Source: an optimization exercise on an open RTL-to-GDS flow (aim: small area). Production flows keep margins and buffers that such runs may drop.
The RTL was checked by simulation tests, not by an equivalence proof against the original design.
Power and IR drop assume default switching activity.

==> design.v <==
package operand_fetch_pkg;
  localparam int DW   = 32;
  localparam int NREG = 32;
  localparam int AW   = $clog2(NREG);
  localparam logic [2:0] ALU_ADD = 3'b000;
  localparam logic [2:0] ALU_SUB = 3'b001;
  localparam logic [2:0] ALU_AND = 3'b010;
  localparam logic [2:0] ALU_OR  = 3'b011;
  localparam logic [2:0] ALU_SLT = 3'b100;
  typedef struct packed {
    logic [DW-1:0] a;
    logic [DW-1:0] b;
    logic [2:0]    ctrl;
    logic [AW-1:0] dest;
  } operand_t;
  function automatic logic [DW-1:0] sext16(input logic [15:0] imm);
    sext16 = {{(DW-16){imm[15]}}, imm};
  endfunction
endpackage
module operand_fetch_ao22
(
  input  logic a0, b0, a1, b1,
  output logic y
);
  assign y = (a0 && b0) || (a1 && b1);
endmodule
module operand_fetch_aoi222
(
  input  logic a0, b0, a1, b1, a2, b2,
  output logic y
);
  assign y = !((a0 && b0) || (a1 && b1) || (a2 && b2));
endmodule
module operand_fetch_aoi22
(
  input  logic a0, b0, a1, b1,
  output logic y
);
  assign y = !((a0 && b0) || (a1 && b1));
endmodule
module operand_fetch_nand11
(
  input  logic [10:0] g,
  output logic        y
);
  assign y = !(&g);
endmodule
module operand_fetch_reg_file
(
  input  logic          clk,
  input  logic          rst_n,
  input  logic          rd_a_en,
  input  logic [operand_fetch_pkg::AW-1:0] rd_a_addr,
  input  logic [operand_fetch_pkg::DW-1:0] rd_a_hold,
  output logic [operand_fetch_pkg::DW-1:0] rd_a_data,
  input  logic          rd_b_en,
  input  logic [operand_fetch_pkg::AW-1:0] rd_b_addr,
  input  logic          rd_b_alt_sel,
  input  logic [operand_fetch_pkg::DW-1:0] rd_b_alt,
  input  logic [operand_fetch_pkg::DW-1:0] rd_b_hold,
  output logic [operand_fetch_pkg::DW-1:0] rd_b_data,
  input  logic          rd_hold_sel,
  input  logic          wb_en,
  input  logic [operand_fetch_pkg::AW-1:0] wb_addr,
  input  logic [operand_fetch_pkg::DW-1:0] wb_data
);
  localparam int DW = operand_fetch_pkg::DW;
  localparam int NREG = operand_fetch_pkg::NREG;
  logic [DW-1:0] regs_q [1:NREG-1];
  logic [DW-1:0] regs_d [1:NREG-1];
  logic [DW-1:0] wdata;
  logic [NREG-1:1] wen, wen_n, sel_a, sel_b;
  assign wdata = wb_data & {DW{rst_n}};
  for (genvar i = 1; i < NREG; i++) begin : g_reg
    assign wen[i]   = !rst_n || (wb_en && (wb_addr == i));
    assign wen_n[i] = !wen[i];
    assign sel_a[i] = rd_a_en && (rd_a_addr == i);
    assign sel_b[i] = rd_b_en && (rd_b_addr == i);
    for (genvar j = 0; j < DW; j++) begin : g_bit
      operand_fetch_ao22 u_nxt (
        .a0(wen[i]),   .b0(wdata[j]),
        .a1(wen_n[i]), .b1(regs_q[i][j]),
        .y(regs_d[i][j])
      );
    end
    always_ff @(posedge clk) begin
      regs_q[i] <= regs_d[i];
    end
  end
  for (genvar j = 0; j < DW; j++) begin : g_rd
    logic [10:0] ga, gb;
    for (genvar k = 0; k < 10; k++) begin : g_grp
      operand_fetch_aoi222 u_a (
        .a0(regs_q[3*k+1][j]), .b0(sel_a[3*k+1]),
        .a1(regs_q[3*k+2][j]), .b1(sel_a[3*k+2]),
        .a2(regs_q[3*k+3][j]), .b2(sel_a[3*k+3]),
        .y(ga[k])
      );
      operand_fetch_aoi222 u_b (
        .a0(regs_q[3*k+1][j]), .b0(sel_b[3*k+1]),
        .a1(regs_q[3*k+2][j]), .b1(sel_b[3*k+2]),
        .a2(regs_q[3*k+3][j]), .b2(sel_b[3*k+3]),
        .y(gb[k])
      );
    end
    operand_fetch_aoi22 u_a31 (
      .a0(regs_q[31][j]), .b0(sel_a[31]),
      .a1(rd_a_hold[j]),  .b1(rd_hold_sel),
      .y(ga[10])
    );
    operand_fetch_aoi222 u_b31 (
      .a0(regs_q[31][j]), .b0(sel_b[31]),
      .a1(rd_b_alt[j]),   .b1(rd_b_alt_sel),
      .a2(rd_b_hold[j]),  .b2(rd_hold_sel),
      .y(gb[10])
    );
    operand_fetch_nand11 u_ra (.g(ga), .y(rd_a_data[j]));
    operand_fetch_nand11 u_rb (.g(gb), .y(rd_b_data[j]));
  end
endmodule
module operand_fetch
(
  input  logic          clk,
  input  logic          rst_n,
  input  logic          in_valid,
  output logic          in_ready,
  input  logic [operand_fetch_pkg::AW-1:0] rs,
  input  logic [operand_fetch_pkg::AW-1:0] rt,
  input  logic [operand_fetch_pkg::AW-1:0] dest,
  input  logic [15:0]   imm16,
  input  logic          alusrc,
  input  logic [2:0]    ctrl,
  input  logic          flush,
  input  logic          wb_en,
  input  logic [operand_fetch_pkg::AW-1:0] wb_addr,
  input  logic [operand_fetch_pkg::DW-1:0] wb_data,
  output logic          out_valid,
  input  logic          out_ready,
  output logic [operand_fetch_pkg::DW-1:0] out_a,
  output logic [operand_fetch_pkg::DW-1:0] out_b,
  output logic [2:0]    out_ctrl,
  output logic [operand_fetch_pkg::AW-1:0] out_dest
);
  logic [operand_fetch_pkg::DW-1:0] rd_a, rd_b;
  logic          load;
  operand_fetch_pkg::operand_t      out_q;
  logic          out_valid_q;
  assign in_ready = !out_valid_q || out_ready;
  assign load     = in_valid && in_ready;
  operand_fetch_reg_file u_reg_file (
    .clk          (clk),
    .rst_n        (rst_n),
    .rd_a_en      (load),
    .rd_a_addr    (rs),
    .rd_a_hold    (out_q.a),
    .rd_a_data    (rd_a),
    .rd_b_en      (load && !alusrc),
    .rd_b_addr    (rt),
    .rd_b_alt_sel (load && alusrc),
    .rd_b_alt     (operand_fetch_pkg::sext16(imm16)),
    .rd_b_hold    (out_q.b),
    .rd_b_data    (rd_b),
    .rd_hold_sel  (!load),
    .wb_en        (wb_en),
    .wb_addr      (wb_addr),
    .wb_data      (wb_data)
  );
  always_ff @(posedge clk) begin
    out_q.a <= rd_a;
    out_q.b <= rd_b;
    if (load) begin
      out_q.ctrl <= ctrl;
      out_q.dest <= dest;
    end
  end
  always_ff @(posedge clk) begin
    if (!rst_n || flush) out_valid_q <= 1'b0;
    else if (in_valid)   out_valid_q <= in_ready || out_valid_q;
    else                 out_valid_q <= out_valid_q && !out_ready;
  end
  assign out_valid = out_valid_q;
  assign out_a     = out_q.a;
  assign out_b     = out_q.b;
  assign out_ctrl  = out_q.ctrl;
  assign out_dest  = out_q.dest;
endmodule
==> run.sh <==
#!/bin/bash
# synth_recipe.tcl (not shown) runs the flow's synth.tcl, then flattens the netlist and writes it again
# the make line also repeats each setting of config.mk as NAME=value (left out here)
make -C /OpenROAD-flow-scripts/flow DESIGN_CONFIG=/design/flow/config.mk WORK_HOME=/design/flow/orfs CLKGATE_MAP_FILE= SYNTH_SCRIPT=/design/flow/synth_recipe.tcl finish
==> config.mk <==
export PLATFORM = sky130hd
export DESIGN_NAME = operand_fetch
export DESIGN_NICKNAME = operand_fetch
export VERILOG_FILES = /design/flow/design.v
export SDC_FILE = /design/flow/constraint.sdc
export NUM_CORES = 4
export LEC_CHECK = 0
export CAP_MARGIN = 20
export CORE_MARGIN = 2
export CORE_UTILIZATION = 40
export SLEW_MARGIN = 20
export SYNTH_HIERARCHICAL = 1
==> constraint.sdc <==
create_clock -name core_clock -period 5.0 [get_ports {clk}]
set_input_delay 1.0000 -clock core_clock [delete_from_list [all_inputs] [get_ports {clk}]]
set_output_delay 1.0000 -clock core_clock [all_outputs]
set_load 0.01 [all_outputs]
==> results by group, run 1 <==
Run status
  • Status: timing/DRC/antenna clean

Clock tree
  • Root buffer cell: clkbuf_16
  • Post-cts sizing count: 0
  • Total CTS buffers: 110
  • Worst-skew pair later-pin latency: 690 ps
  • Post-CTS setup buffer count: 0
  • CTS tree: yes
  • Clock buffer depth: 3
  • Post-CTS Hold Buffers: 0
  • CTS H-Tree Depth: 3
  • Sink Count: 1,065
  • Worst-path clk slew: 60 ps

Logic synthesis
  • Synth async-reset ratio: 0%
  • Syn nets: 3,318
  • Register area share after synthesis: 53.5%
  • Syn Area/Cell: 12.3 um^2
  • Synth Area in XOR/XNOR: 0%
  • Main combinational cell family by area after synthesis: compound AO/OA/AOI/OAI gates
  • Post-synthesis mux area share: 0%
  • Share of the synthesized area in the top cell type: 52.9%
  • Post-synth EDFFs: 8
  • Mapped Cells: 3,240
  • Synth Cell Area: 40,000 um^2
  • Post-synth top flop: dfxtp_1
  • Synth cell count leaders: dfxtp_1 (1,057), a22o_1 (992), a222oi_1 (672)
  • Syn. warnings: 11
  • Synthesized flop and latch total: 1,065
  • Post-synthesis simple-gate area fraction: 5.76%
  • Distinct cell type count after synthesis: 26
  • Post-synth top area cell: dfxtp_1
  • Post-synthesis adder-cell area fraction: 0%
  • Compound-Gate Fraction of Synth Area: 40.5%
  • Count leader, synth: dfxtp_1
  • Top cells by area, synth: dfxtp_1 (53%), a22o_1 (22%), a222oi_1 (17%)

Critical path
  • Startpoint Class: primary input
  • Required time of the critical path: 5630 ps
  • Critical Path Fanout Max: 19
  • CP Data Arrival Time: 4760 ps
  • Critical path class: in2reg
  • CP endpoint kind: flip-flop
  • Largest delay share family, worst path: simple AND/OR/NAND/NOR gates
  • Bufs and invs on worst path: 2
  • Slowest stage delay, CP: 920 ps
  • CP cell instances: clkdlybuf4s50_1 -> nand2b_4 -> and2_1 -> nand4bb_1 -> nor2_4 -> buf_4 -> a222oi_1 -> nand4_1 -> or3_1
  • Slowest stage cell, crit path: nor2_4

Die
  • Die area: 103,000 um^2
  • Core area: 98,700 um^2
  • Die Y: 320 um
  • Num rows: 115
  • Ports: 152
  • Initial Util: 40.5%
  • Horiz. Die Dim: 320 um

STA
  • Slew HR: 17.9%
  • Max Fclk: 0.242 GHz
  • Fin crit share: 82.6%
  • RSZ-0062 raised after global routing: false
  • Hold_ws: 498 ps
  • Worst Tran Pin Value: 1230 ps
  • Final WS setup: 868 ps
  • Setup-failing EPs final: 0
  • Hold Vio Cnt, Final: 0
  • Tmin final: 4130 ps
  • Total negative slack: 0 ps
  • Final slew viol count: 0
  • Worst clock skew: 29.9 ps

Place
  • I/O Buffers: 151
  • Inst Count DP: 4,846
  • RePlAce Congestion: 0.984
  • Detail Placement HPWL: 110,000 um
  • Setup WS pre-CTS: 374 ps
  • Placed cell area: 45,700 um^2

Pwr
  • Overall Power: 20.8 mW
  • Sequential power share: 48.1%
  • Leakage power: 18.6 nW
  • Combinational share of power: 10.1%
  • Power Dens Cells: 421 nW/um^2
  • Internal power: 15.3 mW
  • Switching share of power: 26.8%
  • Clk pwr share: 41.9%
  • Net Switching: 5.58 mW
  • VDD IR max: 0.292 mV

Final layout
  • Fillers: 8,685
  • Area grow syn2layout: 23.8%
  • Final std cells w/o fill: 5,056
  • Share of layout cells above drive strength 1: 14.0%
  • Post-layout util: 50.2%
  • Post-layout nets: 3,749
  • Design area: 49,500 um^2

Detailed routing
  • WL per Instance: 37.0 um
  • DR pass1 iterations: 14
  • DR vias: 40,200
  • DR iter-0 viols: 11,100
  • Vias/cell: 7.94
  • Final WL: 187,000 um
  • # DRC: 0
  • Final ANT Viol Nets: 0

Global route
  • GRT overflow: 0
  • Largest net degree at the start of global routing: 51
  • Vias in the first global route: 37,000
  • GRT Util Overall: 34.5%
  • Initial antenna violation count: 5
  • First-pass GRT wire length: 265,000 um

Min path
  • Worst hold path type: reg2reg

Job
  • Max Cap Viol: 0
-- registers in the layout, summed over array words and instances (netlist names) --
register,cells
u_reg_file.regs_q,992
out_q,72
out_valid_q,1
-- layout make-up --
cell class	instances	area, um^2	share of cell area (%)
Clock inverter	49	661	1.33
Clock buffer	158	3170	6.41
Multi-Input combinational cell	2151	19400	39.1
Sequential cell	1065	21400	43.2
Inverter	1	3.75	0.00758
Timing Repair Buffer	342	3300	6.67
Antenna cell	3	7.51	0.0152
Tap cell	1287	1610	3.25
-- routing by layer --
layer  routed length (um)  vias to the layer above  GRT usage (%)
met3                28000                      587           10.2
met5                   38                        -              0
li1                     -                    16000              -
met2                74100                     3753           46.9
met1                73600                    19800           48.2
met4                11500                        6           19.5
-- cells by family (layout without fill, tap and decap cells) --
family | count (synthesis) | in the layout
and+or+nand+nor | 392 | 392
AOI/OAI and AO/OA | 1759 | 1759
other | 0 | 3
DFF | 1065 | 1065
buffers and inverters | 24 | 550
-- power by group through the flow --
stage               clock network [mW]  logic [mW]  registers [mW]
floorplan                            0        1.05            9.93
global placement                     0        1.98            10.1
detailed placement                   0        2.02            10.1
CTS                               8.77        2.02            9.96
global route                      9.12        2.17            10.1
finish                            8.73        2.10            10.0
-- Yosys stat by module, one instance, submodules excluded --
| module | flops+latches | area (um^2) | cells |
|---|---|---|---|
| operand_fetch | 73 | 1600 | 81 |
| operand_fetch_ao22 | 0 | 8.76 | 1 |
| operand_fetch_aoi22 | 0 | 12.5 | 1 |
| operand_fetch_aoi222 | 0 | 10.0 | 1 |
| operand_fetch_nand11 | 0 | 23.8 | 4 |
| operand_fetch_reg_file | 992 | 21100 | 1207 |
-- final timing paths --
| kind | startpoint | end | slack (ps) | cells after the start |
|---|---|---|---|---|
| max | out_ready | out_q[47] | 870 | 9 |
| min | u_reg_file.regs_q[29][1] | u_reg_file.regs_q[29][1] | 500 | 1 |
| max reg2reg | out_valid_q | out_q[47] | 1340 | 8 |
| min reg2reg | u_reg_file.regs_q[29][1] | u_reg_file.regs_q[29][1] | 500 | 1 |
-- placed cells by master, fill, tap and decap left out, types with 7 or more instances in the layout --
| cell type | count |
|---|---|
| a222oi_1 | 672 |
| a22o_1 | 992 |
| a22oi_2 | 32 |
| and2_1 | 29 |
| buf_12 | 29 |
| buf_4 | 163 |
| bufinv_16 | 13 |
| clkbuf_1 | 24 |
| clkbuf_16 | 110 |
| clkbuf_8 | 24 |
| clkdlybuf4s50_1 | 149 |
| clkinv_2 | 19 |
| clkinvlp_4 | 9 |
| dfxtp_1 | 1057 |
| edfxtp_1 | 8 |
| nand2b_1 | 7 |
| nand3_1 | 64 |
| nand4_1 | 131 |
| nand4b_1 | 9 |
| nand4bb_1 | 9 |
| nor2_4 | 62 |
| o21a_1 | 17 |
| o21a_2 | 14 |
| o21ai_4 | 31 |
| or3_1 | 64 |
==> run 2, diff against run 1 <==
==> flow/run.sh (new file) <==
#!/bin/bash
set -o pipefail
export BUFFER_PORTS_ARGS="-buffer_cell sky130_fd_sc_hd__buf_1"
export CTS_ARGS="-sink_clustering_enable -repair_clock_nets -dont_use_dummy_load -buf_list sky130_fd_sc_hd__clkbuf_8 -sink_clustering_size 16 -sink_clustering_max_diameter 50"
bash standard.sh > standard.log 2>&1
==> standard.sh (new file) <==
#!/bin/bash
# synth_recipe.tcl (not shown) runs the flow's synth.tcl, then flattens the netlist and writes it again
# the make line also repeats each setting of config.mk as NAME=value (left out here)
make -C /OpenROAD-flow-scripts/flow DESIGN_CONFIG=/design/flow/config.mk WORK_HOME=/design/flow/orfs CLKGATE_MAP_FILE= SYNTH_SCRIPT=/design/flow/synth_recipe.tcl "${@:-finish}"
removed: run.sh
==> run 2 against run 1 <==
Net effect: via count fell by 2.1%; power decreased by 19%; highest routed layer unchanged; cell area shrank 7.3%; first-iteration DRC count down 3.6%; wire length is 3.3% lower; register-to-register slack improved by 150 ps; hold slack got worse by 98 ps; critical path depth unchanged; setup slack gained 560 ps.
==> results by group, run 2 <==
STA
  • Worst Tran Pin Value: 1240 ps (+11.9 ps)
  • Fin crit share: 71.5% (-11 points)
  • Hold_ws: 400 ps (-98.0 ps)
  • Max Fclk: 0.280 GHz (+16%)
  • Final WS setup: 1420 ps (+556 ps)
  • RSZ-0062 raised after global routing: false
  • Setup-failing EPs final: 0 (unchanged)
  • Tmin final: 3580 ps (-556 ps)
  • Worst clock skew: 89.3 ps (+59.4 ps)
  • Total negative slack: 0 ps (unchanged)
  • Final slew viol count: 0 (unchanged)
  • Slew HR: 16.9% (-0.99 points)
  • Hold Vio Cnt, Final: 0 (unchanged)

Die
  • Core area: 98,700 um^2 (unchanged)
  • Num rows: 115 (unchanged)
  • Die area: 103,000 um^2 (unchanged)
  • Horiz. Die Dim: 320 um (unchanged)
  • Ports: 152 (unchanged)
  • Die Y: 320 um (unchanged)
  • Initial Util: 40.5% (unchanged)

Detailed routing
  • # DRC: 0 (unchanged)
  • DR iter-0 viols: 10,700 (-3.6%)
  • Final WL: 181,000 um (-3.3%)
  • WL per Instance: 36.7 um (-0.98%)
  • DR vias: 39,300 (-2.1%)
  • Vias/cell: 7.96 (+0.22%)
  • Final ANT Viol Nets: 0 (unchanged)
  • DR pass1 iterations: 15 (+1)

Place
  • Detail Placement HPWL: 112,000 um (+1.9%)
  • I/O Buffers: 151 (unchanged)
  • RePlAce Congestion: 0.962 (-2.2%)
  • Inst Count DP: 4,816 (-0.62%)
  • Setup WS pre-CTS: 856 ps (+483 ps)

Critical path
  • Origin of the critical flop-to-flop path: out_valid_q
  • Largest delay share family, worst path: simple AND/OR/NAND/NOR gates
  • R2R Setup Slk: 1490 ps (+150 ps)
  • R2r endpoint: out_q[15]
  • Startpoint Class: primary input
  • Bufs and invs on worst path: 3 (+1)
  • Critical Path Fanout Max: 23 (+4)
  • CP cell instances: buf_1 -> inv_1 -> nor3b_2 -> nand4bb_1 -> nor2_4 -> buf_4 -> a222oi_1 -> nand4_1 -> or3_1
  • Slowest stage cell, crit path: nor2_4
  • Required time of the critical path: 5720 ps (+90 ps)
  • Reg2Reg Depth: 8 (unchanged)
  • CP endpoint kind: flip-flop
  • Critical path class: in2reg
  • CP Data Arrival Time: 4300 ps (-460 ps)
  • Slowest stage delay, CP: 820 ps (-100 ps)

Pwr
  • Power Dens Cells: 369 nW/um^2 (-12%)
  • VDD IR max: 0.201 mV (-31%)
  • Leakage power: 17.0 nW (-8.7%)

Global route
  • First-pass GRT wire length: 255,000 um (-3.8%)
  • Vias in the first global route: 35,400 (-4.4%)
  • Initial antenna violation count: 7 (+2)
  • GRT overflow: 0 (unchanged)
  • GRT Util Overall: 33.2% (-1.3 points)
  • Largest net degree at the start of global routing: 65 (+27%)

Logic synthesis
  • Synth async-reset ratio: 0% (unchanged)
  • Syn Area/Cell: 12.3 um^2 (unchanged)
  • Syn. warnings: 11 (unchanged)
  • Synth Cell Area: 40,000 um^2 (unchanged)
  • Count leader, synth: dfxtp_1
  • Distinct cell type count after synthesis: 26 (unchanged)
  • Share of the synthesized area in the top cell type: 52.9% (unchanged)
  • Post-synth EDFFs: 8 (unchanged)
  • Top cells by area, synth: dfxtp_1 (53%), a22o_1 (22%), a222oi_1 (17%)
  • Register area share after synthesis: 53.5% (unchanged)
  • Synthesized flop and latch total: 1,065 (unchanged)
  • Synth cell count leaders: dfxtp_1 (1,057), a22o_1 (992), a222oi_1 (672)
  • Syn nets: 3,318 (unchanged)
  • Post-synth top area cell: dfxtp_1
  • Post-synth top flop: dfxtp_1
  • Mapped Cells: 3,240 (unchanged)

Min path
  • Hold Path Cell Cnt: 1 (unchanged)
  • Hold_sp: ctrl[1]
  • Worst hold path type: in2reg
  • Hold Crit Endpoint: out_q[6]

Final layout
  • Final std cells w/o fill: 4,937 (-2.4%)
  • Max FFs per register: 992 (unchanged)
  • Share of layout cells above drive strength 1: 12.0% (-2.0 points)
  • Fillers: 8,972 (+3.3%)
  • Largest Register: u_reg_file.regs_q
  • Commonest non-fill, non-tap cell in the layout: dfxtp_1
  • Most frequent cells in the layout: dfxtp_1 (1,057), a22o_1 (992), a222oi_1 (672)
  • Post-layout nets: 3,726 (-0.61%)
  • Regs by FF count: u_reg_file.regs_q: 992 flops, out_q: 72 flops, out_valid_q: 1 flops
  • Post-layout util: 46.5% (-3.7 points)
  • Area grow syn2layout: 14.7%

Clock tree
  • Post-CTS Hold Buffers: 0 (unchanged)
  • Root buffer cell: clkbuf_8
  • CTS tree: yes
  • Post-cts sizing count: 0 (unchanged)
  • Worst-path clk slew: 100 ps (+40 ps)
  • Clock buffer depth: 3 (unchanged)
  • Total CTS buffers: 115 (+4.5%)
  • Post-CTS setup buffer count: 0 (unchanged)
  • Worst-skew pair later-pin latency: 820 ps (+130 ps)
  • CTS H-Tree Depth: 3 (unchanged)
  • Sink Count: 1,065 (unchanged)

Job
  • Max Cap Viol: 0 (unchanged)

Run status
  • Status: timing/DRC/antenna clean
[run 2: modules after synthesis, one instance, submodules excluded]
| module | area (um^2) | copies in the design |
|---|---|---|
| operand_fetch_aoi222 | 10.0 | 672 |
| operand_fetch_nand11 | 23.8 | 64 |
| operand_fetch | 1600 | 1 |
| operand_fetch_aoi22 | 12.5 | 32 |
| operand_fetch_reg_file | 21100 | 1 |
| operand_fetch_ao22 | 8.76 | 992 |
[run 2: area by class of cell]
class	count	area (um^2)	area share [%]
Sequential cell	1065	21400	46.6
Multi-Input combinational cell	2151	19400	42.2
Timing Repair Buffer	314	1910	4.16
Tap cell	1287	1610	3.51
Clock buffer	115	1580	3.45
Antenna cell	4	10.0	0.0218
Inverter	1	3.75	0.00818
[run 2: stage by stage]
stage          cell area (um^2)  power (mW)
2_1_floorplan             40000        11.0
3_3_place_gp              44200        11.9
3_5_place_dp              44200        12.0
4_1_cts                   45800        16.8
5_1_grt                   45900        17.4
6_report                  45900        16.9
[run 2: layer usage]
metal | wire, um | global-route usage (%) | vias to the layer above
li1 | - | - | 15900
met1 | 72000 | 47.5 | 19300
met2 | 71400 | 45.2 | 3648
met3 | 27500 | 9.53 | 496
met4 | 10100 | 16.4 | 6
met5 | 42 | 0 | -
[run 2: where the power goes]
group	switching (mW)	total (mW)	internal, mW
clock	2.97	5.00	2.03
sequential	0.742	10.0	9.27
combinational	1.17	1.91	0.734
total	4.89	16.9	12.0
[run 2: worst register-to-register path, stage by stage, from the launching register on]
cell and delay (ps):
dfxtp_1 350, nand2b_4 110, nor3b_2 660, nand4bb_1 510
nor2_4 820, buf_4 370, a222oi_1 110, nand4_1 360
or3_1 170
[run 2: cell families (layout without fill, tap and decap cells)]
group / after synthesis / after routing / share of synthesized area [%]
AO/OA/AOI/OAI: 1759 / 1759 / 40.5
buffers and inverters: 24 / 430 / 0.225
flip-flops: 1065 / 1065 / 53.5
other: 0 / 4 / 0
AND/OR/NAND/NOR: 392 / 392 / 5.76
[run 2: how the worst max path moves through the flow]
stage | from | to | slack [ps] | depth (start not counted)
after floorplan | out_ready | out_q[40] | 950 | 7
after global placement | out_ready | out_q[54] | 860 | 9
after detailed placement | out_ready | out_q[54] | 860 | 9
after CTS | out_valid_q | out_q[54] | 1600 | 8
after global routing | in_valid | out_q[15] | 1440 | 9
final | in_valid | out_q[15] | 1420 | 9
==> run 3, diff against run 2 <==
--- a/design.v
+++ b/design.v
@@ -69,16 +69,14 @@
   logic [DW-1:0] regs_q [1:NREG-1];
   logic [DW-1:0] regs_d [1:NREG-1];
-  logic [DW-1:0] wdata;
-  logic [NREG-1:1] wen, wen_n, sel_a, sel_b;
-  assign wdata = wb_data & {DW{rst_n}};
+  logic [NREG-1:1] wen, keep, sel_a, sel_b;
   for (genvar i = 1; i < NREG; i++) begin : g_reg
-    assign wen[i]   = !rst_n || (wb_en && (wb_addr == i));
-    assign wen_n[i] = !wen[i];
+    assign wen[i]   = rst_n && wb_en && (wb_addr == i);
+    assign keep[i]  = rst_n && !(wb_en && (wb_addr == i));
     assign sel_a[i] = rd_a_en && (rd_a_addr == i);
     assign sel_b[i] = rd_b_en && (rd_b_addr == i);
     for (genvar j = 0; j < DW; j++) begin : g_bit
       operand_fetch_ao22 u_nxt (
-        .a0(wen[i]),   .b0(wdata[j]),
-        .a1(wen_n[i]), .b1(regs_q[i][j]),
+        .a0(wen[i]),  .b0(wb_data[j]),
+        .a1(keep[i]), .b1(regs_q[i][j]),
         .y(regs_d[i][j])
       );
==> run 3 against run 2 <==
Net effect: critical endpoint unchanged; highest routed layer unchanged; cell area is 0.75% lower; still clean on timing, DRC and antenna; final cell count decreased by 0.57%; non-clock buffer count increased by 2; clock-buffer cell count fell by 6; critical path depth stayed put; core utilization fell by 0.28 points.
==> results by group, run 3 <==
Critical path
  • Required time of the critical path: 5720 ps (about the same)
  • Slowest stage cell, crit path: nor2_4
  • R2R Setup Slk: 1460 ps (-30 ps)
  • Reg2Reg Depth: 7 (-1)
  • CP cell instances: buf_1 -> inv_1 -> nor3b_2 -> or4b_1 -> nor2_4 -> buf_4 -> a222oi_1 -> nand4_1 -> or3_1
  • CP Data Arrival Time: 4280 ps (-20 ps)
  • Origin of the critical flop-to-flop path: out_valid_q
  • Critical path class: in2reg
  • Critical Path Fanout Max: 22 (-4.3%)
  • Slowest stage delay, CP: 910 ps (+90 ps)
  • Bufs and invs on worst path: 3 (unchanged)
  • Startpoint Class: primary input
  • CP endpoint kind: flip-flop
  • R2r endpoint: out_q[55]
  • Largest delay share family, worst path: simple AND/OR/NAND/NOR gates

Clock tree
  • CTS tree: yes
  • Clock buffer depth: 3 (unchanged)
  • CTS H-Tree Depth: 3 (unchanged)
  • Total CTS buffers: 109 (-5.2%)
  • Worst-path clk slew: 100 ps (about the same)
  • Root buffer cell: clkbuf_8
  • Post-CTS setup buffer count: 0 (unchanged)
  • Worst-skew pair later-pin latency: 850 ps (+30 ps)
  • Sink Count: 1,065 (unchanged)
  • Post-CTS Hold Buffers: 0 (unchanged)
  • Post-cts sizing count: 0 (unchanged)

Pwr
  • Net Switching: 3.80 mW (-22%)
  • Switching share of power: 26.3% (-2.6 points)
  • Combinational share of power: 6.1% (-5.2 points)
  • Sequential power share: 60.0% (+0.8 points)
  • Leakage power: 15.9 nW (-6.4%)
  • Overall Power: 14.5 mW (-14%)
  • VDD IR max: 0.270 mV (+35%)
  • Clk pwr share: 33.9% (+4.4 points)
  • Internal power: 10.7 mW (-11%)
  • Power Dens Cells: 318 nW/um^2 (-14%)

Place
  • RePlAce Congestion: 0.905 (-6.0%)
  • I/O Buffers: 151 (unchanged)
  • Placed cell area: 44,000 um^2 (-0.58%)
  • Detail Placement HPWL: 114,000 um (+2.4%)

STA
  • Final slew viol count: 0 (unchanged)
  • RSZ-0062 raised after global routing: false
  • Fin crit share: 71.1% (-0.42 points)
  • Setup-failing EPs final: 0 (unchanged)
  • Total negative slack: 0 ps (unchanged)
  • Hold Vio Cnt, Final: 0 (unchanged)
  • Worst Tran Pin Value: 1300 ps (+57.5 ps)
  • Tmin final: 3550 ps (-20.9 ps)
  • Worst clock skew: 81.5 ps (-7.80 ps)
  • Slew HR: 13.3% (-3.6 points)
  • Max Fclk: 0.281 GHz (+0.59%)

Global route
  • Vias in the first global route: 37,400 (+5.5%)
  • First-pass GRT wire length: 277,000 um (+8.8%)
  • GRT overflow: 0 (unchanged)
  • Initial antenna violation count: 16 (+9)
  • Largest net degree at the start of global routing: 65 (unchanged)
  • GRT Util Overall: 36.8% (+3.6 points)

Final layout
  • Area grow syn2layout: 14.3%
  • Area of the multi-input gates: 19,100 um^2 (-1.5%)
  • Largest Register: u_reg_file.regs_q
  • Register area: 21,400 um^2 (unchanged)
  • Commonest non-fill, non-tap cell in the layout: dfxtp_1
  • Post-layout nets: 3,696 (-0.81%)
  • Fillers: 9,082 (+1.2%)
  • Share of layout cells above drive strength 1: 12.1% (+0.10 points)
  • Regs by FF count: u_reg_file.regs_q: 992 flops, out_q: 72 flops, out_valid_q: 1 flops
  • Design area: 45,500 um^2 (-0.75%)
  • Most frequent cells in the layout: dfxtp_1 (1,057), a22o_1 (992), a222oi_1 (672)
  • Max FFs per register: 992 (unchanged)
  • Post-layout util: 46.2% (-0.28 points)

Die
  • Core area: 98,600 um^2 (-0.15%)
  • Die Y: 320 um (-0.18%)
  • Initial Util: 40.4% (-0.087 points)
  • Ports: 152 (unchanged)
  • Horiz. Die Dim: 320 um (-0.18%)
  • Num rows: 115 (unchanged)
  • Die area: 102,000 um^2 (-0.35%)

Logic synthesis
  • Syn Area/Cell: 12.4 um^2 (+0.45%)
  • Synth cell count leaders: dfxtp_1 (1,057), a22o_1 (992), a222oi_1 (672)
  • Post-synth EDFFs: 8 (unchanged)
  • Mapped Cells: 3,214 (-0.80%)
  • Synthesized flop and latch total: 1,065 (unchanged)
  • Post-synth top flop: dfxtp_1
  • Post-synth top area cell: dfxtp_1
  • Synth async-reset ratio: 0% (unchanged)
  • Top cells by area, synth: dfxtp_1 (53%), a22o_1 (22%), a222oi_1 (17%)
  • Syn nets: 3,292 (-0.78%)
  • Register area share after synthesis: 53.7% (+0.19 points)
  • Share of the synthesized area in the top cell type: 53.1% (+0.19 points)
  • Count leader, synth: dfxtp_1
  • Distinct cell type count after synthesis: 31 (+19%)
  • Synth Cell Area: 39,900 um^2 (-0.36%)
  • Syn. warnings: 11 (unchanged)

Detailed routing
  • # DRC: 0 (unchanged)
  • DR vias: 40,400 (+2.9%)
  • DR iter-0 viols: 10,800 (+1.0%)
  • Vias/cell: 8.23 (+3.4%)
  • Final ANT Viol Nets: 0 (unchanged)
  • Final WL: 199,000 um (+9.7%)
  • DR pass1 iterations: 13 (-2)
  • WL per Instance: 40.4 um (+10%)

Run status
  • Status: timing/DRC/antenna clean

Min path
  • Worst hold path type: in2reg
  • Hold Crit Endpoint: out_q[6]
  • Hold_sp: ctrl[1]
  • Hold Path Cell Cnt: 1 (unchanged)

Job
  • Max Cap Viol: 0 (unchanged)
[run 3: cell types whose count changed after synthesis, sizes merged, moves of 7 or more]
cell and delta:
and2 -32, buf +7, clkbuf -7, nor2 +16, nor3 +12, o21a -12, o21ai -31, o31a +10
[run 3: per-module statistics from Yosys (local to each module, per instance)]
module	cells inside	cell area [um^2]
operand_fetch_nand11	4	23.8
operand_fetch	81	1600
operand_fetch_aoi22	1	12.5
operand_fetch_aoi222	1	10.0
operand_fetch_ao22	1	8.76
operand_fetch_reg_file	1181	20900
[run 3: worst max-delay path by stage]
| stage | from | to | slack [ps] | cells past startpoint |
|---|---|---|---|---|
| after floorplan | wb_addr[2] | u_reg_file.regs_q[16][0] | 640 | 5 |
| after global placement | out_ready | out_q[67] | 880 | 8 |
| after detailed placement | out_ready | out_q[64] | 850 | 8 |
| after CTS | out_valid_q | out_q[67] | 1630 | 7 |
| after global routing | in_valid | out_q[19] | 1460 | 9 |
| final | in_valid | out_q[15] | 1450 | 9 |
[run 3: area by class of cell]
| type | count | area share (%) |
|---|---|---|
| diodes | 6 | 0.0330 |
| clock buffers | 109 | 3.29 |
| inverters | 1 | 0.00824 |
| multi-input cells | 2125 | 41.9 |
| flip-flops and latches | 1065 | 47.0 |
| well taps | 1287 | 3.54 |
| repair buffers | 316 | 4.24 |
[run 3: per-layer routing]
| layer | GRT usage (%) | wire (um) |
|---|---|---|
| met1 | 48.0 | 73000 |
| met5 | 0 | 73 |
| met2 | 50.9 | 79200 |
| met3 | 13.2 | 31500 |
| met4 | 23.8 | 14800 |
[run 3: power groups by stage]
stage,Clock (mW),Sequential [mW],Combinational [mW]
finish,4.91,8.68,0.887
global route,5.20,8.69,0.885
CTS,4.87,8.67,0.830
detailed placement,0,8.87,0.828
global placement,0,8.87,0.828
floorplan,0,8.84,0.290
[run 3: per-stage QoR]
stage          hold WS (ps)  worst slack (ps)  instances
6_report                373              1450       4909
5_1_grt                 360              1460       4908
3_5_place_dp            477               847       4793
2_1_floorplan           461               642       3214
3_3_place_gp            474               880       4791
4_1_cts                 388              1630       4902
[run 3: kinds of logic after synthesis]
| family | after synthesis | synth area share, % |
|---|---|---|
| AOI/OAI and AO/OA | 1728 | 40.3 |
| buffers and inverters | 24 | 0.264 |
| DFF | 1065 | 53.7 |
| and+or+nand+nor | 397 | 5.72 |
==> run 4, diff against run 3 <==
==> flow/run.sh (replaced) <==
#!/bin/bash
set -o pipefail
export BUFFER_PORTS_ARGS="-buffer_cell sky130_fd_sc_hd__buf_1"
export CTS_ARGS="-sink_clustering_enable -repair_clock_nets -dont_use_dummy_load -buf_list sky130_fd_sc_hd__clkbuf_8 -sink_clustering_size 14 -sink_clustering_max_diameter 70"
bash standard.sh > standard.log 2>&1
==> run 4 against run 3 <==
Net effect: still clean on timing, DRC and antenna; final cell count shrank 0.37%; combinational power is 0.5% higher; clock power decreased by 9.4%; clock-buffer cell count is 23 lower; area after synthesis did not move; core utilization shrank 0.28 points.
==> results by group, run 4 <==
Logic synthesis
  • Syn. warnings: 11 (unchanged)
  • Distinct cell type count after synthesis: 31 (unchanged)
  • Post-synth top area cell: dfxtp_1
  • Top cells by area, synth: dfxtp_1 (53%), a22o_1 (22%), a222oi_1 (17%)
  • Synth async-reset ratio: 0% (unchanged)
  • Register area share after synthesis: 53.7% (unchanged)
  • Post-synth EDFFs: 8 (unchanged)
  • Synth cell count leaders: dfxtp_1 (1,057), a22o_1 (992), a222oi_1 (672)
  • Synthesized flop and latch total: 1,065 (unchanged)
  • Count leader, synth: dfxtp_1
  • Post-synth top flop: dfxtp_1
  • Synth Cell Area: 39,900 um^2 (unchanged)
  • Mapped Cells: 3,214 (unchanged)
  • Share of the synthesized area in the top cell type: 53.1% (unchanged)
  • Syn Area/Cell: 12.4 um^2 (unchanged)
  • Syn nets: 3,292 (unchanged)

Place
  • RePlAce Congestion: 0.905 (unchanged)
  • Detail Placement HPWL: 114,000 um (unchanged)
  • I/O Buffers: 151 (unchanged)

Pwr
  • Clk pwr share: 31.7% (-2.2 points)
  • VDD IR max: 0.177 mV (-35%)
  • Net Switching: 3.72 mW (-2.0%)
  • Power Dens Cells: 310 nW/um^2 (-2.6%)
  • Internal power: 10.3 mW (-3.6%)
  • Combinational share of power: 6.4% (+0.3 points)
  • Switching share of power: 26.6% (+0.31 points)
  • Sequential power share: 61.9% (+1.9 points)
  • Leakage power: 15.7 nW (-0.89%)

STA
  • Tmin final: 3570 ps (+16.4 ps)
  • Slew HR: 12.7% (-0.58 points)
  • Hold_ws: 422 ps (+48.5 ps)
  • Worst clock skew: 68.9 ps (-12.6 ps)
  • RSZ-0062 raised after global routing: false
  • Fin crit share: 71.4% (+0.33 points)
  • Final slew viol count: 0 (unchanged)
  • Setup-failing EPs final: 0 (unchanged)
  • Max Fclk: 0.280 GHz (-0.46%)
  • Total negative slack: 0 ps (unchanged)
  • Hold Vio Cnt, Final: 0 (unchanged)
  • Worst Tran Pin Value: 1310 ps (+8.72 ps)

Die
  • Core area: 98,600 um^2 (unchanged)
  • Num rows: 115 (unchanged)
  • Die area: 102,000 um^2 (unchanged)
  • Die Y: 320 um (unchanged)
  • Horiz. Die Dim: 320 um (unchanged)
  • Initial Util: 40.4% (unchanged)
  • Ports: 152 (unchanged)

Detailed routing
  • DR vias: 40,300 (-0.33%)
  • DR pass1 iterations: 14 (+1)
  • WL per Instance: 40.7 um (+0.58%)
  • DR iter-0 viols: 11,300 (+4.7%)
  • Vias/cell: 8.24 (about the same)
  • Final ANT Viol Nets: 0 (unchanged)
  • Final WL: 199,000 um (+0.21%)
  • # DRC: 0 (unchanged)

Final layout
  • Most frequent cells in the layout: dfxtp_1 (1,057), a22o_1 (992), a222oi_1 (672)
  • Area grow syn2layout: 13.6%
  • Share of layout cells above drive strength 1: 11.6% (-0.54 points)
  • Post-layout util: 45.9% (-0.28 points)
  • Max FFs per register: 992 (unchanged)
  • Largest Register: u_reg_file.regs_q
  • Regs by FF count: u_reg_file.regs_q: 992 flops, out_q: 72 flops, out_valid_q: 1 flops
  • Commonest non-fill, non-tap cell in the layout: dfxtp_1
  • Post-layout nets: 3,674 (-0.60%)

Clock tree
  • CTS H-Tree Depth: 3 (unchanged)
  • Sink Count: 1,065 (unchanged)
  • Post-CTS Hold Buffers: 0 (unchanged)
  • Post-CTS setup buffer count: 0 (unchanged)
  • Clock buffer depth: 3 (unchanged)
  • Root buffer cell: clkbuf_8
  • Post-cts sizing count: 0 (unchanged)
  • Total CTS buffers: 86 (-21%)
  • Worst-path clk slew: 90 ps (about the same)
  • Worst-skew pair later-pin latency: 800 ps (-50 ps)
  • CTS tree: yes

Global route
  • Largest net degree at the start of global routing: 65 (unchanged)
  • Initial antenna violation count: 14 (-2)
  • GRT overflow: 0 (unchanged)
  • GRT Util Overall: 36.7% (-0.044 points)
  • Vias in the first global route: 37,200 (-0.32%)
  • First-pass GRT wire length: 277,000 um (-0.21%)

Min path
  • Worst hold path type: in2reg

Run status
  • Status: timing/DRC/antenna clean

Critical path
  • CP Data Arrival Time: 4250 ps (-30 ps)
  • R2R Setup Slk: 1470 ps (about the same)
  • Critical Path Fanout Max: 16 (-27%)
  • Bufs and invs on worst path: 2 (-1)
  • Critical path class: in2reg
  • CP cell instances: buf_1 -> nand2b_4 -> and2_1 -> nand4b_1 -> nor2_4 -> buf_4 -> a222oi_1 -> nand4_1 -> or3_1
  • Startpoint Class: primary input
  • Slowest stage delay, CP: 720 ps (-190 ps)
  • Required time of the critical path: 5670 ps (-50 ps)
  • Largest delay share family, worst path: simple AND/OR/NAND/NOR gates
  • CP endpoint kind: flip-flop
  • Slowest stage cell, crit path: nor2_4

Job
  • Max Cap Viol: 0 (unchanged)
run 4: cell count changes in the layout (fill, tap and decap cells not counted), sizes merged:
cell | before | now
clkbuf | 113 | 90
diode | 6 | 10
buf | 312 | 313
run 4: layer usage:
| metal | global-route usage, % | share of wire [%] | vias up |
|---|---|---|---|
| met4 | 24.0 | 7.6 | 8 |
| met2 | 50.9 | 40 | 4060 |
| met5 | 0 | 0.021 | - |
| li1 | - | - | 15700 |
| met1 | 48.0 | 37 | 19700 |
| met3 | 13.0 | 16 | 790 |
run 4: final cells by class:
cell class                 instances  area, um^2
clock buffer                      86        1180
inverter                           1        3.75
timing repair buffer             317        1960
tap                             1287        1610
fill                            9114       53300
sequential                      1065       21400
multi-input combinational       2125       19100
antenna                           10        25.0
run 4: cell families after synthesis:
| family | count (synthesis) | share of synthesized area [%] |
|---|---|---|
| AO/OA/AOI/OAI | 1728 | 40.3 |
| flip-flops | 1065 | 53.7 |
| AND/OR/NAND/NOR | 397 | 5.72 |
| buffers and inverters | 24 | 0.264 |
run 4: through the flow:
stage | cell area, um^2 | cells | setup slack (ps) | total power [mW]
2_1_floorplan | 39900 | 3214 | 642 | 9.13
3_3_place_gp | 43900 | 4791 | 880 | 9.70
3_5_place_dp | 44000 | 4793 | 847 | 9.69
4_1_cts | 45200 | 4879 | 1620 | 13.9
5_1_grt | 45300 | 4885 | 1460 | 14.3
6_report | 45300 | 4891 | 1430 | 14.0
run 4: worst paths after layout:
path | from | to | cells past startpoint
max | out_ready | out_q[55] | 9
max reg2reg | out_valid_q | out_q[55] | 8
min reg2reg | u_reg_file.regs_q[4][19] | u_reg_file.regs_q[4][19] | 1
min | ctrl[2] | out_q[7] | 1
run 4: modules after synthesis (local to each module, per instance):
module                  flip-flops and latches  cells  copies in the design
operand_fetch_reg_file                     992   1181                     1
operand_fetch                               73     81                     1
operand_fetch_nand11                         0      4                    64
operand_fetch_aoi22                          0      1                    32
operand_fetch_aoi222                         0      1                   672
operand_fetch_ao22                           0      1                   992
run 4: power groups by stage:
stage / registers, mW / logic, mW / clock network, mW
floorplan: 8.84 / 0.290 / 0
global route: 8.69 / 0.890 / 4.72
global placement: 8.87 / 0.828 / 0
CTS: 8.67 / 0.830 / 4.42
finish: 8.68 / 0.891 / 4.45
detailed placement: 8.87 / 0.828 / 0
run 4: worst reg2reg max path, cell delays in order (launching register included):
cell,delay (ps)
dfxtp_1,340
nand2b_4,100
and2_1,630
nand4b_1,540
nor2_4,720
buf_4,370
a222oi_1,150
nand4_1,390
or3_1,220
==> run 5, diff against run 4 <==
--- a/design.v
+++ b/design.v
@@ -32,11 +32,4 @@
   assign y = !((a0 && b0) || (a1 && b1) || (a2 && b2));
 endmodule
-module operand_fetch_aoi22
-(
-  input  logic a0, b0, a1, b1,
-  output logic y
-);
-  assign y = !((a0 && b0) || (a1 && b1));
-endmodule
 module operand_fetch_nand11
 (
@@ -45,4 +38,26 @@
 );
   assign y = !(&g);
+endmodule
+module operand_fetch_nand12
+(
+  input  logic [11:0] g,
+  output logic        y
+);
+  assign y = !(&g);
+endmodule
+module operand_fetch_sel
+(
+  input  logic a_n, b_n,
+  output logic y
+);
+  assign y = !(a_n || b_n);
+endmodule
+module operand_fetch_wsel
+(
+  input  logic a_n, b_n, rst_n,
+  output logic wen, keep
+);
+  assign wen  = !(a_n || b_n);
+  assign keep = rst_n && (a_n || b_n);
 endmodule
 module operand_fetch_reg_file
@@ -69,10 +84,22 @@
   logic [DW-1:0] regs_q [1:NREG-1];
   logic [DW-1:0] regs_d [1:NREG-1];
+  logic [7:0] a_hi_n, b_hi_n, w_hi_n;
+  logic [3:0] a_lo_n, b_lo_n, w_lo_n;
   logic [NREG-1:1] wen, keep, sel_a, sel_b;
+  for (genvar k = 0; k < 8; k++) begin : g_hi
+    assign a_hi_n[k] = !(rd_a_en && (rd_a_addr[4:2] == k));
+    assign b_hi_n[k] = !(rd_b_en && (rd_b_addr[4:2] == k));
+    assign w_hi_n[k] = !(rst_n && wb_en && (wb_addr[4:2] == k));
+  end
+  for (genvar m = 0; m < 4; m++) begin : g_lo
+    assign a_lo_n[m] = (rd_a_addr[1:0] != m);
+    assign b_lo_n[m] = (rd_b_addr[1:0] != m);
+    assign w_lo_n[m] = (wb_addr[1:0] != m);
+  end
   for (genvar i = 1; i < NREG; i++) begin : g_reg
-    assign wen[i]   = rst_n && wb_en && (wb_addr == i);
-    assign keep[i]  = rst_n && !(wb_en && (wb_addr == i));
-    assign sel_a[i] = rd_a_en && (rd_a_addr == i);
-    assign sel_b[i] = rd_b_en && (rd_b_addr == i);
+    operand_fetch_sel u_sel_a (.a_n(a_hi_n[i/4]), .b_n(a_lo_n[i%4]), .y(sel_a[i]));
+    operand_fetch_sel u_sel_b (.a_n(b_hi_n[i/4]), .b_n(b_lo_n[i%4]), .y(sel_b[i]));
+    operand_fetch_wsel u_wsel (.a_n(w_hi_n[i/4]), .b_n(w_lo_n[i%4]), .rst_n(rst_n),
+                               .wen(wen[i]), .keep(keep[i]));
     for (genvar j = 0; j < DW; j++) begin : g_bit
       operand_fetch_ao22 u_nxt (
@@ -87,5 +114,6 @@
   end
   for (genvar j = 0; j < DW; j++) begin : g_rd
-    logic [10:0] ga, gb;
+    logic [11:0] ga;
+    logic [10:0] gb;
     for (genvar k = 0; k < 10; k++) begin : g_grp
       operand_fetch_aoi222 u_a (
@@ -102,9 +130,6 @@
       );
     end
-    operand_fetch_aoi22 u_a31 (
-      .a0(regs_q[31][j]), .b0(sel_a[31]),
-      .a1(rd_a_hold[j]),  .b1(rd_hold_sel),
-      .y(ga[10])
-    );
+    assign ga[10] = !(regs_q[31][j] && sel_a[31]);
+    assign ga[11] = !(rd_a_hold[j] && rd_hold_sel);
     operand_fetch_aoi222 u_b31 (
       .a0(regs_q[31][j]), .b0(sel_b[31]),
@@ -113,5 +138,5 @@
       .y(gb[10])
     );
-    operand_fetch_nand11 u_ra (.g(ga), .y(rd_a_data[j]));
+    operand_fetch_nand12 u_ra (.g(ga), .y(rd_a_data[j]));
     operand_fetch_nand11 u_rb (.g(gb), .y(rd_b_data[j]));
   end
--- a/config.mk
+++ b/config.mk
@@ -8,5 +8,5 @@
 export CAP_MARGIN = 20
 export CORE_MARGIN = 2
-export CORE_UTILIZATION = 40
+export CORE_UTILIZATION = 62
 export SLEW_MARGIN = 20
 export SYNTH_HIERARCHICAL = 1
==> run 5 against run 4 <==
Net effect: wire length down 6.9%; first-iteration DRC count is 20% higher; non-clock buffer count is 7 higher; synthesized cell count is 0.68% higher; critical path depth is 1 higher; final cell count decreased by 8.1%; clock-buffer cell count stayed put.
==> results by group, run 5 <==
Logic synthesis
  • Post-synth EDFFs: 8 (unchanged)
  • Compound-Gate Fraction of Synth Area: 39.4% (-0.94 points)
  • Synthesized flop and latch total: 1,065 (unchanged)
  • Main combinational cell family by area after synthesis: compound AO/OA/AOI/OAI gates
  • Top cells by area, synth: dfxtp_1 (53%), a22o_1 (22%), a222oi_1 (17%)
  • Count leader, synth: dfxtp_1
  • Synth Cell Area: 39,700 um^2 (-0.30%)
  • Synth cell count leaders: dfxtp_1 (1,057), a22o_1 (992), a222oi_1 (672)
  • Synth Area in XOR/XNOR: 0% (unchanged)
  • Syn Area/Cell: 12.3 um^2 (-0.97%)
  • Share of the synthesized area in the top cell type: 53.2% (+0.16 points)
  • Synth async-reset ratio: 0% (unchanged)
  • Post-synthesis mux area share: 0% (unchanged)
  • Register area share after synthesis: 53.9% (+0.16 points)
  • Distinct cell type count after synthesis: 23 (-26%)
  • Post-synth top flop: dfxtp_1
  • Post-synthesis adder-cell area fraction: 0% (unchanged)
  • Syn. warnings: 11 (unchanged)
  • Post-synthesis simple-gate area fraction: 6.58% (+0.86 points)
  • Mapped Cells: 3,236 (+0.68%)
  • Syn nets: 3,314 (+0.67%)
  • Post-synth top area cell: dfxtp_1

STA
  • Tmin final: 3460 ps (-115 ps)
  • Hold_ws: 462 ps (+40.4 ps)
  • Total negative slack: 0 ps (unchanged)
  • Slew HR: 24.6% (+12 points)
  • RSZ-0062 raised after global routing: false
  • Final slew viol count: 0 (unchanged)
  • Setup-failing EPs final: 0 (unchanged)
  • Final WS setup: 1540 ps (+115 ps)
  • Hold Vio Cnt, Final: 0 (unchanged)
  • Worst Tran Pin Value: 1130 ps (-178 ps)
  • Max Fclk: 0.289 GHz (+3.3%)
  • Fin crit share: 69.1% (-2.3 points)
  • Worst clock skew: 51.5 ps (-17.4 ps)

Detailed routing
  • # DRC: 0 (unchanged)
  • DR vias: 41,600 (+3.3%)
  • Vias/cell: 9.27 (+12%)
  • DR pass1 iterations: 22 (+8)
  • Final ANT Viol Nets: 0 (unchanged)
  • DR iter-0 viols: 13,500 (+20%)
  • Final WL: 185,000 um (-6.9%)
  • WL per Instance: 41.2 um (+1.4%)

Place
  • Placed cell area: 42,900 um^2 (-2.5%)
  • Setup WS pre-CTS: 993 ps (+146 ps)
  • Detail Placement HPWL: 110,000 um (-3.6%)
  • RePlAce Congestion: 1.08 (+19%)
  • Inst Count DP: 4,399 (-8.2%)
  • I/O Buffers: 151 (unchanged)

Die
  • Ports: 152 (unchanged)
  • Num rows: 92 (-20%)
  • Die area: 66,100 um^2 (-35%)
  • Horiz. Die Dim: 257 um (-20%)
  • Die Y: 257 um (-20%)
  • Initial Util: 62.9% (+22 points)
  • Core area: 63,200 um^2 (-36%)

Final layout
  • Max FFs per register: 992 (unchanged)
  • Share of layout cells above drive strength 1: 11.5% (-0.064 points)
  • Post-layout nets: 3,720 (+1.3%)
  • Most frequent cells in the layout: dfxtp_1 (1,057), a22o_1 (992), a222oi_1 (672)
  • Final std cells w/o fill: 4,493 (-8.1%)
  • Regs by FF count: u_reg_file.regs_q: 992 flops, out_q: 72 flops, out_valid_q: 1 flops
  • Post-layout util: 69.8% (+24 points)
  • Design area: 44,100 um^2 (-2.6%)
  • Commonest non-fill, non-tap cell in the layout: dfxtp_1
  • Area grow syn2layout: 11.0%
  • Largest Register: u_reg_file.regs_q

Clock tree
  • Total CTS buffers: 86 (unchanged)
  • CTS H-Tree Depth: 3 (unchanged)
  • Root buffer cell: clkbuf_8
  • Post-CTS Hold Buffers: 0 (unchanged)
  • Sink Count: 1,065 (unchanged)
  • Worst-skew pair later-pin latency: 750 ps (-50 ps)
  • Clock buffer depth: 3 (unchanged)
  • Worst-path clk slew: 100 ps (about the same)
  • Post-CTS setup buffer count: 0 (unchanged)
  • Post-cts sizing count: 0 (unchanged)
  • CTS tree: yes

Pwr
  • Leakage power: 15.7 nW (-0.22%)
  • Overall Power: 13.8 mW (-1.2%)
  • Power Dens Cells: 314 nW/um^2 (+1.4%)
  • VDD IR max: 0.264 mV (+50%)

Critical path
  • Startpoint Class: primary input
  • CP Data Arrival Time: 4160 ps (-90 ps)
  • Critical path class: in2reg
  • Required time of the critical path: 5700 ps (+30 ps)
  • Critical Path Fanout Max: 18 (+2)
  • CP endpoint kind: flip-flop

Global route
  • GRT overflow: 0 (unchanged)
  • Vias in the first global route: 38,500 (+3.3%)
  • GRT Util Overall: 52.9% (+16 points)
  • Initial antenna violation count: 9 (-5)
  • Largest net degree at the start of global routing: 37 (-43%)
  • First-pass GRT wire length: 264,000 um (-4.5%)

Min path
  • Worst hold path type: in2reg

Job
  • Max Cap Viol: 0 (unchanged)

Run status
  • Status: timing/DRC/antenna clean
## run 5: cell count changes in the layout (fill, tap and decap cells not counted), moves of 15 or more
cell / delta
o21a_1: +25
nand2_2: +60
nor2_2: +90
nand4_1: +31
a22oi_2: -32
nor2_4: -75
nand3_1: -23
nand2_1: +15
## run 5: cell families (layout without fill, tap and decap cells)
kind of cell | count (synthesis) | count (layout)
flip-flops | 1065 | 1065
other | 0 | 7
buffers and inverters | 7 | 411
AO/OA/AOI/OAI | 1696 | 1696
AND/OR/NAND/NOR | 468 | 468
## run 5: power breakdown
group / leakage (nW) / switching (mW) / internal [mW] / total [mW]
clock: 0.618 / 2.81 / 1.54 / 4.35
sequential: 8.61 / 0.0944 / 8.58 / 8.67
combinational: 6.48 / 0.649 / 0.176 / 0.825
## run 5: metal layers
layer  vias up  track usage [%]  wire (um)
li1      15700                -          -
met1     19800             63.7      59500
met2      4892             77.4      75900
met3      1195             15.5      28500
met4         8             45.6      21200
met5         -                0         57
## run 5: worst paths after layout
check,slack [ps],to,cells past startpoint,start
setup / recovery,1540,out_q[32],10,in_valid
hold / removal,460,out_q[5],1,ctrl[0]
setup reg to reg,1630,out_q[59],9,out_valid_q
hold reg to reg,510,u_reg_file.regs_q[26][7],1,u_reg_file.regs_q[26][7]
## run 5: cell type report
| cell class | count | area (um^2) |
|---|---|---|
| sequential | 1065 | 21400 |
| fill | 4691 | 19100 |
| multi-input combinational | 2164 | 18500 |
| timing repair buffer | 324 | 1900 |
| clock buffer | 86 | 1180 |
| tap | 846 | 1060 |
| antenna | 7 | 17.5 |
| inverter | 1 | 3.75 |
## run 5: per-module statistics from Yosys (local to each module, per instance)
module	cell area, um^2	cells
operand_fetch_reg_file	20600	1111
operand_fetch	1600	81
operand_fetch_nand12	25.0	4
operand_fetch_nand11	23.8	4
operand_fetch_wsel	11.3	2
operand_fetch_aoi222	10.0	1
operand_fetch_ao22	8.76	1
operand_fetch_sel	3.75	1
## run 5: critical path, stage by stage
cell,delay [ps]
buf_1,180
inv_1,100
nor3b_2,340
nor2b_4,240
nand2_1,170
nor2_2,760
buf_4,470
a222oi_1,120
nand4_1,510
or3_1,230
==> run 6, diff against run 5 <==
==> flow/run.sh (replaced) <==
#!/bin/bash
set -o pipefail
export BUFFER_PORTS_ARGS="-buffer_cell sky130_fd_sc_hd__buf_1"
export CTS_ARGS="-sink_clustering_enable -repair_clock_nets -dont_use_dummy_load -buf_list sky130_fd_sc_hd__clkbuf_8 -sink_clustering_size 16 -sink_clustering_max_diameter 70"
bash standard.sh > standard.log 2>&1
--- a/config.mk
+++ b/config.mk
@@ -8,5 +8,5 @@
 export CAP_MARGIN = 20
 export CORE_MARGIN = 2
-export CORE_UTILIZATION = 62
+export CORE_UTILIZATION = 50
 export SLEW_MARGIN = 20
 export SYNTH_HIERARCHICAL = 1
==> run 6 against run 5 <==
Net effect: via count down 3.1%; still clean on timing, DRC and antenna; register-to-register slack lost 90 ps; hold slack worse by 23 ps; synthesized cell count stayed put; largest cell class unchanged; non-clock buffer count is 13 higher.
==> results by group, run 6 <==
Critical path
  • Critical Path Fanout Max: 32 (+14)
  • CP endpoint kind: flip-flop
  • Startpoint Class: primary input
  • CP Data Arrival Time: 4140 ps (-20 ps)
  • Required time of the critical path: 5630 ps (-70 ps)
  • Critical path class: in2reg

Final layout
  • Area of the multi-input gates: 18,600 um^2 (+0.39%)
  • Largest Register: u_reg_file.regs_q
  • Most frequent cells in the layout: dfxtp_1 (1,057), a22o_1 (992), a222oi_1 (672)
  • Regs by FF count: u_reg_file.regs_q: 992 flops, out_q: 72 flops, out_valid_q: 1 flops
  • Share of layout cells above drive strength 1: 11.6% (+0.042 points)
  • Fillers: 6,705 (+43%)
  • Post-layout util: 56.4% (-13 points)
  • Max FFs per register: 992 (unchanged)
  • Post-layout nets: 3,724 (+0.11%)
  • Register area: 21,400 um^2 (unchanged)
  • Commonest non-fill, non-tap cell in the layout: dfxtp_1
  • Final std cells w/o fill: 4,699 (+4.6%)
  • Area grow syn2layout: 12.0%

Pwr
  • Switching share of power: 26.2% (+0.54 points)
  • Sequential power share: 63.2% (+0.6 points)
  • Power Dens Cells: 309 nW/um^2 (-1.6%)
  • Clk pwr share: 30.7% (-0.7 points)
  • Internal power: 10.2 mW (-1.4%)
  • Leakage power: 15.7 nW (+0.23%)
  • Net Switching: 3.61 mW (+1.4%)
  • Combinational share of power: 6.1% (about the same)
  • VDD IR max: 0.222 mV (-16%)

Die
  • Die Y: 286 um (+11%)
  • Num rows: 103 (+12%)
  • Die area: 81,800 um^2 (+24%)
  • Initial Util: 50.4% (-12 points)
  • Core area: 78,900 um^2 (+25%)
  • Horiz. Die Dim: 286 um (+11%)
  • Ports: 152 (unchanged)

Clock tree
  • Sink Count: 1,065 (unchanged)
  • Total CTS buffers: 77 (-10%)
  • Post-CTS setup buffer count: 0 (unchanged)
  • Worst-skew pair later-pin latency: 740 ps (about the same)
  • Worst-path clk slew: 110 ps (about the same)
  • Root buffer cell: clkbuf_8
  • Post-cts sizing count: 0 (unchanged)
  • CTS tree: yes
  • CTS H-Tree Depth: 3 (unchanged)
  • Post-CTS Hold Buffers: 0 (unchanged)
  • Clock buffer depth: 3 (unchanged)

STA
  • Hold Vio Cnt, Final: 0 (unchanged)
  • Fin crit share: 70.2% (+1.1 points)
  • Tmin final: 3510 ps (+55.6 ps)
  • Final slew viol count: 0 (unchanged)
  • Worst clock skew: 60.2 ps (+8.72 ps)
  • Max Fclk: 0.285 GHz (-1.6%)
  • Worst Tran Pin Value: 1220 ps (+91.7 ps)
  • Hold_ws: 440 ps (-22.5 ps)
  • Slew HR: 18.2% (-6.3 points)
  • Setup-failing EPs final: 0 (unchanged)
  • Total negative slack: 0 ps (unchanged)
  • RSZ-0062 raised after global routing: false

Detailed routing
  • Final ANT Viol Nets: 0 (unchanged)
  • # DRC: 0 (unchanged)
  • DR pass1 iterations: 14 (-36%)
  • DR vias: 40,300 (-3.1%)
  • WL per Instance: 40.7 um (-1.2%)
  • DR iter-0 viols: 11,200 (-17%)
  • Final WL: 191,000 um (+3.4%)
  • Vias/cell: 8.59 (-7.3%)

Logic synthesis
  • Post-synth EDFFs: 8 (unchanged)
  • Share of the synthesized area in the top cell type: 53.2% (unchanged)
  • Syn. warnings: 11 (unchanged)
  • Synthesized flop and latch total: 1,065 (unchanged)
  • Synth Cell Area: 39,700 um^2 (unchanged)
  • Synth async-reset ratio: 0% (unchanged)
  • Post-synth top flop: dfxtp_1
  • Synth cell count leaders: dfxtp_1 (1,057), a22o_1 (992), a222oi_1 (672)
  • Syn nets: 3,314 (unchanged)
  • Register area share after synthesis: 53.9% (unchanged)
  • Top cells by area, synth: dfxtp_1 (53%), a22o_1 (22%), a222oi_1 (17%)
  • Syn Area/Cell: 12.3 um^2 (unchanged)
  • Count leader, synth: dfxtp_1
  • Post-synth top area cell: dfxtp_1
  • Mapped Cells: 3,236 (unchanged)
  • Distinct cell type count after synthesis: 23 (unchanged)

Global route
  • Largest net degree at the start of global routing: 35 (-5.4%)
  • GRT Util Overall: 44.2% (-8.7 points)
  • First-pass GRT wire length: 268,000 um (+1.6%)
  • Initial antenna violation count: 5 (-4)
  • Vias in the first global route: 36,900 (-4.2%)
  • GRT overflow: 0 (unchanged)

Place
  • RePlAce Congestion: 0.974 (-9.5%)
  • I/O Buffers: 151 (unchanged)
  • Detail Placement HPWL: 121,000 um (+9.9%)
  • Inst Count DP: 4,610 (+4.8%)

Run status
  • Status: timing/DRC/antenna clean

Min path
  • Worst hold path type: in2reg

Job
  • Max Cap Viol: 0 (unchanged)
## run 6: logic make-up after synthesis
family / count (synthesis) / synth area share, %
and+or+nand+nor: 468 / 6.58
DFF: 1065 / 53.9
AOI/OAI and AO/OA: 1696 / 39.4
buffers and inverters: 7 / 0.179
## run 6: final timing paths
kind / from / endpoint / slack [ps] / cells past startpoint
worst max-delay path: out_ready / out_q[59] / 1490 / 10
worst min-delay path: ctrl[0] / out_q[5] / 440 / 1
worst max register to register: out_valid_q / out_q[59] / 1540 / 9
worst min register to register: u_reg_file.regs_q[9][28] / u_reg_file.regs_q[9][28] / 510 / 1
## run 6: final cells by class
class                      instances  area share [%]
tap                             1050            2.95
clock buffer                      77            2.38
antenna                            5          0.0281
timing repair buffer             337            4.77
sequential                      1065            48.1
inverter                           1         0.00843
multi-input combinational       2164            41.8
## run 6: routing by layer
metal	vias to the layer above	track usage, %	part of all wire (%)
li1	15700	-	-
met1	20000	56.6	35
met2	3916	64.6	42
met3	725	8.33	12
met4	4	36.7	10
met5	-	0.291	0.024
## run 6: Yosys stat by module (local to each module, per instance)
module | cell area (um^2) | flops+latches | cells inside
operand_fetch_nand11 | 23.8 | 0 | 4
operand_fetch_reg_file | 20600 | 992 | 1111
operand_fetch_ao22 | 8.76 | 0 | 1
operand_fetch_sel | 3.75 | 0 | 1
operand_fetch_wsel | 11.3 | 0 | 2
operand_fetch_nand12 | 25.0 | 0 | 4
operand_fetch_aoi222 | 10.0 | 0 | 1
operand_fetch | 1600 | 73 | 81
## run 6: critical path: stages
cell      delay (ps)
buf_1             70
nand2b_4         160
and2_1           380
nor2b_4          250
nand2_1          190
nor2_2            50
buf_4            300
a222oi_1         520
nand4_1          590
or3_1            550
## run 6: power by group through the flow
stage	logic [mW]	registers [mW]	clock network [mW]
CTS	0.801	8.68	4.21
floorplan	0.274	8.84	0
global placement	0.784	8.88	0
detailed placement	0.798	8.88	0
finish	0.843	8.69	4.22
global route	0.850	8.70	4.51
## run 6: through the flow
step,power (mW),area (um^2),setup WS (ps)
final,13.8,44500,1490
after global routing,14.1,44500,1560
after CTS,13.7,44300,1620
after detailed placement,9.68,43300,883
after global placement,9.66,43200,911
after floorplan,9.11,39700,1640
==> run 7, diff against run 6 <==
--- a/config.mk
+++ b/config.mk
@@ -8,5 +8,5 @@
 export CAP_MARGIN = 20
 export CORE_MARGIN = 2
-export CORE_UTILIZATION = 50
+export CORE_UTILIZATION = 62
 export SLEW_MARGIN = 20
 export SYNTH_HIERARCHICAL = 1
==> run 7 against run 6 <==
Net effect: via count increased by 3.7%; die area fell by 19%; first-iteration DRC count is 24% higher; flip-flop and latch count did not move; critical path depth down 1; clock power shrank 3%; power shrank 1.1%; largest cell class unchanged; largest power group unchanged.
==> results by group, run 7 <==
Logic synthesis
  • Syn. warnings: 11 (unchanged)
  • Post-synth top area cell: dfxtp_1
  • Synthesized flop and latch total: 1,065 (unchanged)
  • Post-synth EDFFs: 8 (unchanged)
  • Top cells by area, synth: dfxtp_1 (53%), a22o_1 (22%), a222oi_1 (17%)
  • Count leader, synth: dfxtp_1
  • Synth cell count leaders: dfxtp_1 (1,057), a22o_1 (992), a222oi_1 (672)
  • Post-synth top flop: dfxtp_1

Min path
  • Worst hold path type: in2reg

Final layout
  • Regs by FF count: u_reg_file.regs_q: 992 flops, out_q: 72 flops, out_valid_q: 1 flops
  • Final std cells w/o fill: 4,480 (-4.7%)
  • Largest Register: u_reg_file.regs_q

Global route
  • Vias in the first global route: 38,500 (+4.4%)
  • GRT Util Overall: 52.9% (+8.7 points)
  • First-pass GRT wire length: 264,000 um (-1.6%)

Detailed routing
  • # DRC: 0 (unchanged)
  • Final ANT Viol Nets: 0 (unchanged)
  • DR pass1 iterations: 17 (+3)
  • Final WL: 185,000 um (-3.3%)
  • Vias/cell: 9.34 (+8.7%)
  • DR iter-0 viols: 13,900 (+24%)

Job
  • Max Cap Viol: 0 (unchanged)

Die
  • Num rows: 92 (-11%)
  • Ports: 152 (unchanged)
  • Die area: 66,100 um^2 (-19%)
  • Core area: 63,200 um^2 (-20%)
  • Horiz. Die Dim: 257 um (-10%)

Pwr
  • Power Dens Cells: 310 nW/um^2 (+0.16%)
  • Overall Power: 13.6 mW (-1.1%)

Run status
  • Status: timing/DRC/antenna clean

Critical path
  • Cell count along the critical path: 9 (-1)
  • Reg2Reg Depth: 9 (unchanged)
  • CP cell instances: buf_1 -> inv_1 -> nor3b_2 -> nand3_1 -> nor2_2 -> buf_4 -> a222oi_1 -> nand4_1 -> or3_1
  • Bufs and invs on worst path: 3 (+1)
  • Critical path class: in2reg
  • Critical Path Fanout Max: 14 (-56%)
  • Slowest stage delay, CP: 930 ps (+340 ps)
  • CP Data Arrival Time: 4220 ps (+80 ps)

Place
  • Placed cell area: 42,900 um^2 (-0.92%)
  • RePlAce Congestion: 1.08 (+11%)

Clock tree
  • Worst-skew pair later-pin latency: 740 ps (about the same)
  • Sink Count: 1,065 (unchanged)
  • Post-CTS setup buffer count: 0 (unchanged)
  • Total CTS buffers: 76 (-1.3%)
  • Post-CTS Hold Buffers: 0 (unchanged)

STA
  • Hold Vio Cnt, Final: 0 (unchanged)
  • Max Fclk: 0.282 GHz (-1.0%)
  • Slew HR: 23.1% (+4.8 points)
  • Total negative slack: 0 ps (unchanged)
[run 7: cell counts after synthesis]
Identical to the previous run, type by type.
[run 7: per-stage QoR]
stage	utilization, %	worst slack [ps]
final	69.5	1450
after global routing	69.5	1530
after CTS	69.5	1740
after detailed placement	67.8	993
after global placement	67.8	1050
after floorplan	-	1640
[run 7: path summary, 6_finish.rpt]
check	start	to	slack, ps
max	in_valid	out_q[22]	1450
min	ctrl[0]	out_q[5]	480
max reg2reg	out_valid_q	out_q[22]	1530
min reg2reg	u_reg_file.regs_q[18][26]	u_reg_file.regs_q[18][26]	510
[run 7: cell type report]
| class | instances | area (um^2) |
|---|---|---|
| clock buffer | 76 | 1050 |
| antenna | 4 | 10.0 |
| sequential | 1065 | 21400 |
| fill | 4716 | 19200 |
| multi-input combinational | 2164 | 18500 |
| timing repair buffer | 324 | 1900 |
| inverter | 1 | 3.75 |
| tap | 846 | 1060 |
[run 7: power by group]
group / switching, mW / internal [mW] / total, mW
sequential: 0.0942 / 8.58 / 8.67
clock: 2.73 / 1.37 / 4.10
combinational: 0.650 / 0.176 / 0.825
total: 3.48 / 10.1 / 13.6
[run 7: per-layer routing]
layer / GRT usage, % / routed length, um / vias up
li1: - / - / 15700
met1: 63.9 / 58300 / 19800
met2: 77.5 / 75500 / 5090
met3: 16.0 / 29700 / 1265
met4: 43.9 / 21500 / 12
met5: 0.0731 / 77 / -
[run 7: per-module statistics from Yosys, one instance, submodules excluded]
| module | area [um^2] | cells |
|---|---|---|
| operand_fetch_wsel | 11.3 | 2 |
| operand_fetch_sel | 3.75 | 1 |
| operand_fetch_nand11 | 23.8 | 4 |
| operand_fetch | 1600 | 81 |
| operand_fetch_ao22 | 8.76 | 1 |
| operand_fetch_nand12 | 25.0 | 4 |
| operand_fetch_aoi222 | 10.0 | 1 |
| operand_fetch_reg_file | 20600 | 1111 |
[run 7: logic make-up after synthesis]
group / count (synthesis) / synth area share (%)
AND/OR/NAND/NOR: 468 / 6.58
AO/OA/AOI/OAI: 1696 / 39.4
buffers and inverters: 7 / 0.179
flip-flops: 1065 / 53.9

Check on run 7: ideal ports give 1.451 ns setup slack; a clkbuf_16 on the clock port and buf_2 on the inputs give 1.488 ns; moving port delays by the midpoint clock arrival (0.780 ns) as well gives 0.708 ns.
